Background: an optimization exercise with open tools, aiming at small area. Do not read the settings as production practice. RTL that was checked went through simulation tests only; none was proved equivalent to the original. Power is estimated from default activity; no workload was simulated.

// cfi_log_queue
module cfi_log_queue
#(
  parameter int unsigned NR_COMMIT_PORTS = 2,
  parameter int unsigned DEPTH           = ariane_pkg::CFI_LOG_DEPTH
) (
  input  logic                       clk_i,
  input  logic                       rst_i,
  input  logic [NR_COMMIT_PORTS*(32+3*ariane_pkg::VLEN)-1:0] log_i,
  input  logic [NR_COMMIT_PORTS-1:0] log_valid_i,
  output logic [(32+3*ariane_pkg::VLEN)-1:0] log_o,
  output logic                       log_valid_o,
  input  logic                       log_ready_i,
  output logic                       stall_o,
  output logic                       overflow_o,
  output logic [ariane_pkg::DROP_CNT_W-1:0] drop_cnt_o,
  input  logic                       clear_i
);
export LEC_CHECK = 0
export CAP_MARGIN = 5
export CORE_MARGIN = 2
export CORE_UTILIZATION = 65
export SLEW_MARGIN = 5
export SYNTH_HIERARCHICAL = 1
export SYNTH_MINIMUM_KEEP_SIZE = 0
create_clock -name core_clock -period 6.0 [get_ports {clk_i}]
standard.sh (not shown) runs the stock make flow with config.mk's settings and CLKGATE_MAP_FILE= SYNTH_SCRIPT=/design/flow/synth_recipe.tcl, a recipe that flattens the netlist after the stock synthesis.
==> flow/flow/run.sh <==
#!/bin/bash
# Layout flow: the standard ORFS flow (standard.sh, unchanged synthesis), with
#  - port buffers made of the smallest buffer cell (buf_1) instead of clkdlybuf4s50_1,
#  - a clock tree whose leaf buffers are clkbuf_8 driving clusters of up to 20 flip-flops,
#    with clkbuf_16 for the root and the trunk, and no dummy loads.
# make's full output goes to make.log here; each ORFS step's full log is in orfs/logs/.
set -euo pipefail
CTS="-sink_clustering_enable -repair_clock_nets -dont_use_dummy_load"
CTS="$CTS -sink_buffer_max_cap_derate 1.0"
CTS="$CTS -root_buf sky130_fd_sc_hd__clkbuf_16 -tree_buf sky130_fd_sc_hd__clkbuf_16"
CTS="$CTS -buf_list sky130_fd_sc_hd__clkbuf_8 -sink_clustering_buffer sky130_fd_sc_hd__clkbuf_8"
CTS="$CTS -sink_clustering_size 20 -sink_clustering_max_diameter 40"
bash standard.sh \
  "BUFFER_PORTS_ARGS=-buffer_cell sky130_fd_sc_hd__buf_1" \
  "CTS_ARGS=$CTS" \
  finish > make.log 2>&1
The baseline produced a clean layout.
==> next run, changes <==
- CAP_MARGIN: 5 -> 20
- CORE_UTILIZATION: 65 -> 50
- SLEW_MARGIN: 5 -> 20
Effect: Via count shrinks by about 1.2%; total power grows by about 1.5%; hold slack degrades by 0.042 ns; global-route usage shrinks by 6.7 points; count of clock-buffer cells in the layout grows by 26; combinational power is about the same; die area grows by about 30%; sequential share of layout area shrinks by 0.51 points; core utilization shrinks by 16 points; worst setup slack improves by 0.028 ns; routed wire length grows by 4.7%.

* * *

== run A ==
Another version of the RTL of cfi_log_queue (not shown whole).
For scale: about 3600 cells after synthesis, roughly 1800 flip-flops, roughly 700 I/O pins, about 69000 um^2 of cells after synthesis.
clock: 6.0 ns
lec_check: 0
cap_margin: 20
core_margin: 2
core_utilization: 50
slew_margin: 20
synth_hierarchical: 1
synth_minimum_keep_size: 0
==> flow/flow/run.sh <==
#!/bin/bash
# Layout flow: the standard ORFS flow (standard.sh, unchanged synthesis), with
#  - port buffers made of the smallest buffer cell (buf_1) instead of clkdlybuf4s50_1,
#  - a clock tree whose leaf buffers are clkbuf_8 driving clusters of up to 24 flip-flops,
#    with clkbuf_16 for the root and the trunk, and no dummy loads,
#  - power (area) recovery on non-critical cells after global routing.
# make's full output goes to make.log here; each ORFS step's full log is in orfs/logs/.
set -euo pipefail
CTS="-sink_clustering_enable -repair_clock_nets -dont_use_dummy_load"
CTS="$CTS -sink_buffer_max_cap_derate 1.0"
CTS="$CTS -root_buf sky130_fd_sc_hd__clkbuf_16 -tree_buf sky130_fd_sc_hd__clkbuf_16"
CTS="$CTS -buf_list sky130_fd_sc_hd__clkbuf_8 -sink_clustering_buffer sky130_fd_sc_hd__clkbuf_8"
CTS="$CTS -sink_clustering_size 24 -sink_clustering_max_diameter 50"
bash standard.sh \
  "BUFFER_PORTS_ARGS=-buffer_cell sky130_fd_sc_hd__buf_1" \
  "CTS_ARGS=$CTS" \
  RECOVER_POWER=100 \
  finish > make.log 2>&1
Run A: all stages done; final checks FAILED (max-capacitance violations, max-slew violations).
Modified inputs, run M compared to run A
- an added CTS_CLUSTER_SIZE of 30
- an added CTS_BUF_LIST of sky130_fd_sc_hd__clkbuf_4
==> flow/run.sh (new file) <==
#!/bin/bash
# synth_recipe.tcl (not shown) runs the flow's synth.tcl, then flattens the netlist and writes it again
# the make line also repeats each setting of config.mk as NAME=value (left out here)
make -C /OpenROAD-flow-scripts/flow DESIGN_CONFIG=/design/flow/config.mk WORK_HOME=/design/flow/orfs CLKGATE_MAP_FILE= SYNTH_SCRIPT=/design/flow/synth_recipe.tcl finish
removed: flow/flow/run.sh
removed: flow/standard.sh
### Flow results
The sole clean run among run A and run M is run M. Run A finished every stage; the final checks, however, were not passed, the failures being max-capacitance violations, max-slew violations. Compared with run A, run M shows a final-report max-slew violation count that is 1652 lower. Going from run A to run M, the time the final worst path needs with I/O delays and setup was found to have gone up by 0.29 ns. Compared with run A, run M shows a final cell count without fillers that is 10% higher.
No functional check of the RTL was part of any run of this note.

-- port drivers added, routing unchanged --
Ports are ideal in the flow. The routed layouts listed here were re-timed in OpenROAD. Step 1 assumes that a clkbuf_16 drives the clock port and a buf_2 every other input. Step 2 also shifts input and output timing later by t, the mid clock arrival at the registers, as if the neighbouring blocks saw the same clock. Three values: ideal ports, drivers, drivers and shift; two values: the first two.
run | t (ns) | setup slack, ns | worst hold slack (ns) | worst setup path after step 2 | cell pins on the clock port's net
the first run of note 1 | 0.800 | 1.098 / 1.021 / 1.743 | 0.512 / 0.458 / 0.528 | input to register | 1
the second run of note 1 | 0.827 | 1.126 / 1.047 / 1.725 | 0.469 / 0.413 / 0.572 | input to register | 1
run A | 0.796 | 0.780 / 0.785 / 0.035 | 0.526 / 0.526 / 0.526 | input to register | 1
run M | 1.340 | 0.488 / 0.412 / 1.413 | 0.282 / 0.227 / 0.525 | input to register | 1
For run A, which loses most, drivers alone change the setup slack by +0.005 ns; drivers and shift together by -0.745 ns.
